This design comes from an exercise in tuning for small area, a short achievable clock period and few clock cycles per item on the open sky130 flow, not from production work. Only simulation tests tie the RTL to the original design; equivalence was not proved. Power figures rest on the tool's default switching activity, not on a simulated workload.

==> flow/design.v (excerpt) <==
module mul_axil (
  input  logic        Clk,
  input  logic        arst_n,
  input  logic        s_awvalid,
  output logic        s_awready,
  input  logic [7:0]  s_awaddr,
  input  logic        s_wvalid,
  output logic        s_wready,
  input  logic [31:0] s_wdata,
  input  logic [3:0]  s_wstrb,
  output logic        s_bvalid,
  input  logic        s_bready,
  output logic [1:0]  s_bresp,
  input  logic        s_arvalid,
  output logic        s_arready,
  input  logic [7:0]  s_araddr,
  output logic        s_rvalid,
  input  logic        s_rready,
  output logic [31:0] s_rdata,
  output logic [1:0]  s_rresp
);
  logic        bvalid, rvalid;
  logic        bresp_err;
  logic [31:0] rdata;
  logic [15:0] opa, opb;
  logic wr_fire, rd_fire, ctrl_go;
  logic aw_a, aw_b, aw_c;
  assign wr_fire = s_awvalid & s_wvalid & ~bvalid;
  assign rd_fire = s_arvalid & ~rvalid;
  assign aw_a = (s_awaddr == 8'h00);
  assign aw_b = (s_awaddr == 8'h04);
  assign aw_c = (s_awaddr == 8'h08);
  assign ctrl_go = wr_fire & aw_c & s_wstrb[0] & s_wdata[0];
  ...
Size in the first run: roughly 630 cells after synthesis, roughly 120 flip-flops.
export LEC_CHECK = 0
export CAP_MARGIN = 20
export CORE_MARGIN = 2
export CORE_UTILIZATION = 65
export CTS_BUF_LIST = sky130_fd_sc_hd__clkbuf_4 sky130_fd_sc_hd__clkbuf_8
export SETUP_SLACK_MARGIN = 0.85
export SLEW_MARGIN = 20
create_clock -name core_clock -period 3.2 [get_ports {Clk}]
standard.sh (not shown) runs the stock make flow with config.mk's settings and CLKGATE_MAP_FILE= SYNTH_SCRIPT=/design/flow/synth_recipe.tcl, a recipe that flattens the netlist after the stock synthesis.
==> flow/flow/run.sh <==
#!/bin/bash
# Standard layout, with plain buffers on the ports, resizing not tied to
# cell footprints and a clock tree without dummy loads. Each step's own log
# is also kept under orfs/logs/.
set -euo pipefail
bash standard.sh \
  "BUFFER_PORTS_ARGS=-buffer_cell sky130_fd_sc_hd__buf_1" \
  MATCH_CELL_FOOTPRINT=0 \
  "CTS_ARGS=-sink_clustering_enable -repair_clock_nets -sink_clustering_size 30 -buf_list {sky130_fd_sc_hd__clkbuf_4 sky130_fd_sc_hd__clkbuf_8} -dont_use_dummy_load" \
  finish > standard.log 2>&1
The first run produced a clean layout.
Testbench counts at the start, summed over its fixed seeds: cycles 5,120, items 512.
==> next run, changes <==
--- a/flow/flow/run.sh
+++ b/flow/flow/run.sh
@@ -9,2 +9,3 @@
   "CTS_ARGS=-sink_clustering_enable -repair_clock_nets -sink_clustering_size 30 -buf_list {sky130_fd_sc_hd__clkbuf_4 sky130_fd_sc_hd__clkbuf_8} -dont_use_dummy_load" \
+  RECOVER_POWER=50 \
   finish > standard.log 2>&1
--- a/flow/config.mk
+++ b/flow/config.mk
@@ -9,5 +9,5 @@
 export CORE_MARGIN = 2
-export CORE_UTILIZATION = 65
+export CORE_UTILIZATION = 55
 export CTS_BUF_LIST = sky130_fd_sc_hd__clkbuf_4 sky130_fd_sc_hd__clkbuf_8
-export SETUP_SLACK_MARGIN = 0.85
+export SETUP_SLACK_MARGIN = 0.8
 export SLEW_MARGIN = 20
Result: Now the flow finished with max-capacitance violations, max-slew violations left. Maximum frequency goes down by 3.3%. Total power goes up by about 0.7%. Routed wire length stays flat. Die area goes up by about 17%. Sequential power hardly moves. Final area goes up by about 0.37%. Worst setup slack loses 0.080 ns. Utilization goes down by 13 points.
==> next run, changes <==
==> flow/flow/run.sh (replaced) <==
#!/bin/bash
# Standard layout, with plain buffers on the ports and resizing not tied to
# cell footprints. Each step's own log is also kept under orfs/logs/.
set -euo pipefail
bash standard.sh \
  "BUFFER_PORTS_ARGS=-buffer_cell sky130_fd_sc_hd__buf_2" \
  MATCH_CELL_FOOTPRINT=0 \
  finish > standard.log 2>&1
--- a/flow/config.mk
+++ b/flow/config.mk
@@ -9,5 +9,4 @@
 export CORE_MARGIN = 2
-export CORE_UTILIZATION = 55
-export CTS_BUF_LIST = sky130_fd_sc_hd__clkbuf_4 sky130_fd_sc_hd__clkbuf_8
-export SETUP_SLACK_MARGIN = 0.8
+export CORE_UTILIZATION = 60
+export SETUP_SLACK_MARGIN = 0.7
 export SLEW_MARGIN = 20
What happened:
- This time the run produced a clean layout
- synthesized cell count is unchanged
- critical path depth went down by 1
- global-route usage went up by 1.9 points
- clock-buffer cell count went up by 6
- routed wire length went up slightly
- worst setup slack improved by 0.045 ns
- worst hold slack got worse by 0.0039 ns
- utilization went up by 9.4 points
==> next run, changes <==
--- a/flow/flow/run.sh
+++ b/flow/flow/run.sh
@@ -5,3 +5,3 @@
 bash standard.sh \
-  "BUFFER_PORTS_ARGS=-buffer_cell sky130_fd_sc_hd__buf_2" \
+  "BUFFER_PORTS_ARGS=-buffer_cell sky130_fd_sc_hd__buf_1" \
   MATCH_CELL_FOOTPRINT=0 \
--- a/flow/config.mk
+++ b/flow/config.mk
@@ -9,4 +9,5 @@
 export CORE_MARGIN = 2
-export CORE_UTILIZATION = 60
-export SETUP_SLACK_MARGIN = 0.7
+export CORE_UTILIZATION = 55
+export CTS_BUF_LIST = sky130_fd_sc_hd__clkbuf_4 sky130_fd_sc_hd__clkbuf_8
+export SETUP_SLACK_MARGIN = 0.8
 export SLEW_MARGIN = 20
Sequential share of layout area rose by 1.1 points.
Via count fell by 0.32%.
Clock power fell by 33%.
Wire length fell by 0.67%.
Register-to-register slack is better by 0.06 ns.
Count of clock-buffer cells in the layout fell by 5.
Core utilization fell by 8.1 points.
Fmax rose by about 2.6%.
Synthesized area does not change.
Cell area fell by about 2.7%.
==> next run, changes <==
--- a/flow/config.mk
+++ b/flow/config.mk
@@ -9,5 +9,6 @@
 export CORE_MARGIN = 2
-export CORE_UTILIZATION = 55
-export CTS_BUF_LIST = sky130_fd_sc_hd__clkbuf_4 sky130_fd_sc_hd__clkbuf_8
-export SETUP_SLACK_MARGIN = 0.8
+export CORE_UTILIZATION = 75
+export CTS_BUF_LIST = sky130_fd_sc_hd__clkbuf_8
+export CTS_CLUSTER_SIZE = 30
+export SETUP_SLACK_MARGIN = 0.7
 export SLEW_MARGIN = 20
Area after synthesis is unchanged.
Design area came out lower by 2.1%.
Non-clock buffer count came out lower by 5.
Count of clock-buffer cells in the layout came out lower by 1.
Total power came out lower by 0.65%.
Fmax came out lower by 3.3%.
==> next run, changes <==
--- a/flow/config.mk
+++ b/flow/config.mk
@@ -9,6 +9,6 @@
 export CORE_MARGIN = 2
-export CORE_UTILIZATION = 75
-export CTS_BUF_LIST = sky130_fd_sc_hd__clkbuf_8
+export CORE_UTILIZATION = 60
+export CTS_BUF_LIST = sky130_fd_sc_hd__clkbuf_4 sky130_fd_sc_hd__clkbuf_8
 export CTS_CLUSTER_SIZE = 30
-export SETUP_SLACK_MARGIN = 0.7
+export SETUP_SLACK_MARGIN = 0.6
 export SLEW_MARGIN = 20
=>
- The new run passed the timing, DRC and antenna checks
- synthesized cell count stays the same
- power is higher by a few percent
- setup slack degrades by 0.095 ns
- synthesized area is unchanged
- fmax goes down by a few percent
- register-to-register slack is worse by 0.06 ns
- utilization falls by 17 points
- die area went up by a quarter to a third
- clock-buffer cell count does not change
- sequential power hardly moves
- final area increases slightly

mul_axil, a different RTL version from the one above (not shown whole).
Size: roughly 750 cells after synthesis, ~99 flip-flops, ~100 I/O pins, ~7300 sq um of cells after synthesis.
export LEC_CHECK = 0
export CAP_MARGIN = 20
export CORE_MARGIN = 2
export CORE_UTILIZATION = 60
export SETUP_SLACK_MARGIN = 0.4
export SLEW_MARGIN = 20
create_clock -name core_clock -period 3.2 [get_ports {Clk}]
==> flow/flow/run.sh <==
#!/bin/bash
# Standard layout, with plain buffers on the ports and resizing not tied to
# cell footprints. Each step's own log is also kept under orfs/logs/.
set -euo pipefail
bash standard.sh \
  "BUFFER_PORTS_ARGS=-buffer_cell sky130_fd_sc_hd__buf_2" \
  MATCH_CELL_FOOTPRINT=0 \
  finish > standard.log 2>&1
Testbench counts at the start, summed over its fixed seeds: cycles 5,120, items 512.
Edit:
--- a/flow/config.mk
+++ b/flow/config.mk
@@ -7,0 +8 @@
+export ABC_CLOCK_PERIOD_IN_PS = 1500
@@ -11 +12 @@
-export SETUP_SLACK_MARGIN = 0.4
+export SETUP_SLACK_MARGIN = 0.7
Outcome: The new run went through all stages and came out clean. Via count goes up by 2.6%. Clock skew barely changes. Count of clock-buffer cells in the layout rises by 2. Synthesized cell count stays the same. Fmax grows by 4.3%.
Edit:
--- a/flow/config.mk
+++ b/flow/config.mk
@@ -8 +8 @@
-export ABC_CLOCK_PERIOD_IN_PS = 1500
+export ABC_CLOCK_PERIOD_IN_PS = 2200
=> Register-to-register slack barely changes. Design area is unchanged. Non-clock buffer count stays the same. Worst setup slack stays the same. Clock skew does not change. Sequential share of layout area does not change. Power does not change. Area after synthesis does not change.

wip/lagoon:
mul_axil with an RTL version that a note above also has.
Size: roughly 630 cells after synthesis, about 100 I/O pins, about 0.0069 sq mm of cells after synthesis.
## mul_axil
module mul_axil (
  input  logic        Clk,
  input  logic        arst_n,
  input  logic        s_awvalid,
  output logic        s_awready,
  input  logic [7:0]  s_awaddr,
  input  logic        s_wvalid,
  output logic        s_wready,
  input  logic [31:0] s_wdata,
  input  logic [3:0]  s_wstrb,
  output logic        s_bvalid,
  input  logic        s_bready,
  output logic [1:0]  s_bresp,
  input  logic        s_arvalid,
  output logic        s_arready,
  input  logic [7:0]  s_araddr,
  output logic        s_rvalid,
  input  logic        s_rready,
  output logic [31:0] s_rdata,
  output logic [1:0]  s_rresp
);
==> flow/config.mk <==
export PLATFORM = sky130hd
export DESIGN_NAME = mul_axil
export DESIGN_NICKNAME = mul_axil
export VERILOG_FILES = /design/flow/design.v
export SDC_FILE = /design/flow/constraint.sdc
export NUM_CORES = 4
export LEC_CHECK = 0
export CAP_MARGIN = 20
export CORE_MARGIN = 2
export CORE_UTILIZATION = 55
export CTS_BUF_LIST = sky130_fd_sc_hd__clkbuf_4 sky130_fd_sc_hd__clkbuf_8
export SETUP_SLACK_MARGIN = 0.8
export SLEW_MARGIN = 20
==> flow/constraint.sdc <==
create_clock -name core_clock -period 3.2 [get_ports {Clk}]
set_input_delay 0.6400 -clock core_clock [delete_from_list [all_inputs] [get_ports {Clk}]]
set_output_delay 0.6400 -clock core_clock [all_outputs]
set_load 0.01 [all_outputs]
==> flow/flow/run.sh <==
#!/bin/bash
# Standard layout, with plain buffers on the ports, resizing not tied to
# cell footprints and a clock tree without dummy loads. Each step's own log
# is also kept under orfs/logs/.
set -euo pipefail
bash standard.sh \
  "BUFFER_PORTS_ARGS=-buffer_cell sky130_fd_sc_hd__buf_1" \
  MATCH_CELL_FOOTPRINT=0 \
  "CTS_ARGS=-sink_clustering_enable -repair_clock_nets -sink_clustering_size 60 -sink_clustering_max_diameter 500 -buf_list {sky130_fd_sc_hd__clkbuf_16} -dont_use_dummy_load" \
  finish > standard.log 2>&1
Per the final summary, wip/lagoon finished and its layout is clean on timing, DRC and antenna.
Testbench counts of wip/lagoon, summed over its fixed seeds: cycles 5,120, items 512.
## Diff of input files: wip/tundra against wip/lagoon
- changing CORE_UTILIZATION from 55 to 60
-- flow/flow/run.sh --
<<< wip/lagoon, line 9
  "CTS_ARGS=-sink_clustering_enable -repair_clock_nets -sink_clustering_size 60 -sink_clustering_max_diameter 500 -buf_list {sky130_fd_sc_hd__clkbuf_16} -dont_use_dummy_load" \
>>> wip/tundra, line 9
  "CTS_ARGS=-sink_clustering_enable -repair_clock_nets -sink_clustering_size 30 -buf_list {sky130_fd_sc_hd__clkbuf_4 sky130_fd_sc_hd__clkbuf_8} -dont_use_dummy_load" \
Results
Relative to wip/lagoon, logic gate share of total power has increased by 0.8 points in wip/tundra. Compared with wip/lagoon, wip/tundra degrades maximum frequency. When wip/tundra is measured against wip/lagoon, its pin slew with the least headroom to its limit turns out 22 ps lower.
Setup changes, wip/tundra to wip/maple
- CTS_CLUSTER_SIZE: unset -> 30
- CORE_UTILIZATION: 60 -> 70
- SETUP_SLACK_MARGIN: 0.8 -> 0.7
==> flow/flow/run.sh <==
#!/bin/bash
# Standard layout, with plain buffers on the ports and resizing not tied to
# cell footprints. Each step's own log is also kept under orfs/logs/.
set -euo pipefail
bash standard.sh \
  "BUFFER_PORTS_ARGS=-buffer_cell sky130_fd_sc_hd__buf_1" \
  MATCH_CELL_FOOTPRINT=0 \
  finish > standard.log 2>&1
==> results.txt <==
wip/maple: no failed stages, no open violations at the end. Re final clock skew: wip/maple is 14 ps down on wip/tundra. The post-layout worst setup margin in wip/maple sits 92 ps below the value recorded for wip/tundra. Summary of wip/maple over wip/tundra: initial DRC count lower; time the final worst path needs with I/O delays and setup higher.
> inputs changed (wip/maple -> wip/willow)
- changing CORE_UTILIZATION from 70 to 60
==> comparison <==
- In the route summary, wip/willow ends up with a via count below that of wip/maple.
- Non-filler instance count after layout (wip/willow vs. wip/maple) increases slightly
- wip/willow vs. wip/maple: proportion of cell area spent on the clock network now sits higher, sequential share of layout area now smaller.
Modified inputs, wip/zinc compared to wip/willow
- CORE_UTILIZATION now 75, was 60
- SETUP_SLACK_MARGIN now 0.5, was 0.7
Findings:
- Of wip/zinc and wip/willow, it is wip/zinc that has the higher multi-input logic portion of the cell area.
- The start-to-end type of the worst setup path comes out reg2reg in one run and reg2out in the other, namely in wip/willow and wip/zinc respectively.
- Against wip/willow, routed wire length in wip/zinc came out worse.
- The run showing the smaller maximum operating frequency is wip/zinc.
- wip/willow leaves more setup margin than wip/zinc.

==> afterwards: timing with drivers on the ports <==
The results above use ideal ports. As a check the final layouts listed here were re-extracted and re-timed, cells and wires unchanged.
Step 1 (the two cells are an assumption about what drives the block):
set clk [get_ports {Clk}]
set_driving_cell -lib_cell sky130_fd_sc_hd__clkbuf_16 $clk
set_driving_cell -lib_cell sky130_fd_sc_hd__buf_2 [delete_from_list [all_inputs] $clk]
Step 2 moves the port delays by t, midway between the first and last clock arrival at a register: inputs arrive t later, outputs are due t later. That takes back most of the time a late clock gives input paths.
Slacks: ideal / step 1 / step 2; pairs: ideal / step 1.
run | t (ns) | setup slack, ns | hold WS [ns] | worst register clock-pin slew, ns | pins driven straight from the clock port
the first run of note 1 | 0.464 | 0.840 / 0.840 / 0.560 | 0.327 / 0.316 / 0.456 | 0.07 / 0.07 | 1
the second run of note 1 | 0.463 | 0.760 / 0.760 / 0.489 | 0.352 / 0.346 / 0.454 | 0.08 / 0.08 | 1
the third run of note 1 | 0.459 | 0.805 / 0.805 / 0.472 | 0.348 / 0.329 / 0.448 | 0.06 / 0.06 | 1
the fourth run of note 1 | 0.466 | 0.866 / 0.833 / 0.530 | 0.291 / 0.291 / 0.456 | 0.08 / 0.08 | 1
the fifth run of note 1 | 0.460 | 0.785 / 0.785 / 0.511 | 0.330 / 0.324 / 0.443 | 0.08 / 0.08 | 1
the sixth run of note 1 | 0.480 | 0.690 / 0.653 / 0.528 | 0.321 / 0.307 / 0.463 | 0.09 / 0.09 | 1
the first run of note 2 | 0.387 | 0.545 / 0.545 / 0.458 | 0.068 / 0.059 / 0.446 | 0.07 / 0.07 | 1
the second run of note 2 | 0.387 | 0.656 / 0.656 / 0.487 | 0.329 / 0.317 / 0.499 | 0.07 / 0.07 | 1
the third run of note 2 | 0.387 | 0.656 / 0.656 / 0.487 | 0.329 / 0.317 / 0.499 | 0.07 / 0.07 | 1
wip/lagoon | 0.454 | 0.888 / 0.854 / 0.533 | 0.323 / 0.310 / 0.450 | 0.06 / 0.06 | 1
wip/tundra | 0.456 | 0.849 / 0.849 / 0.527 | 0.341 / 0.328 / 0.443 | 0.07 / 0.07 | 1
wip/maple | 0.478 | 0.757 / 0.757 / 0.513 | 0.309 / 0.294 / 0.453 | 0.07 / 0.07 | 1
wip/willow | 0.483 | 0.785 / 0.785 / 0.564 | 0.307 / 0.294 / 0.452 | 0.08 / 0.08 | 1
wip/zinc | 0.460 | 0.604 / 0.570 / 0.475 | 0.326 / 0.314 / 0.448 | 0.08 / 0.08 | 1
For wip/lagoon, which loses most, drivers alone change the setup slack by -0.034 ns; drivers and shift together by -0.355 ns.
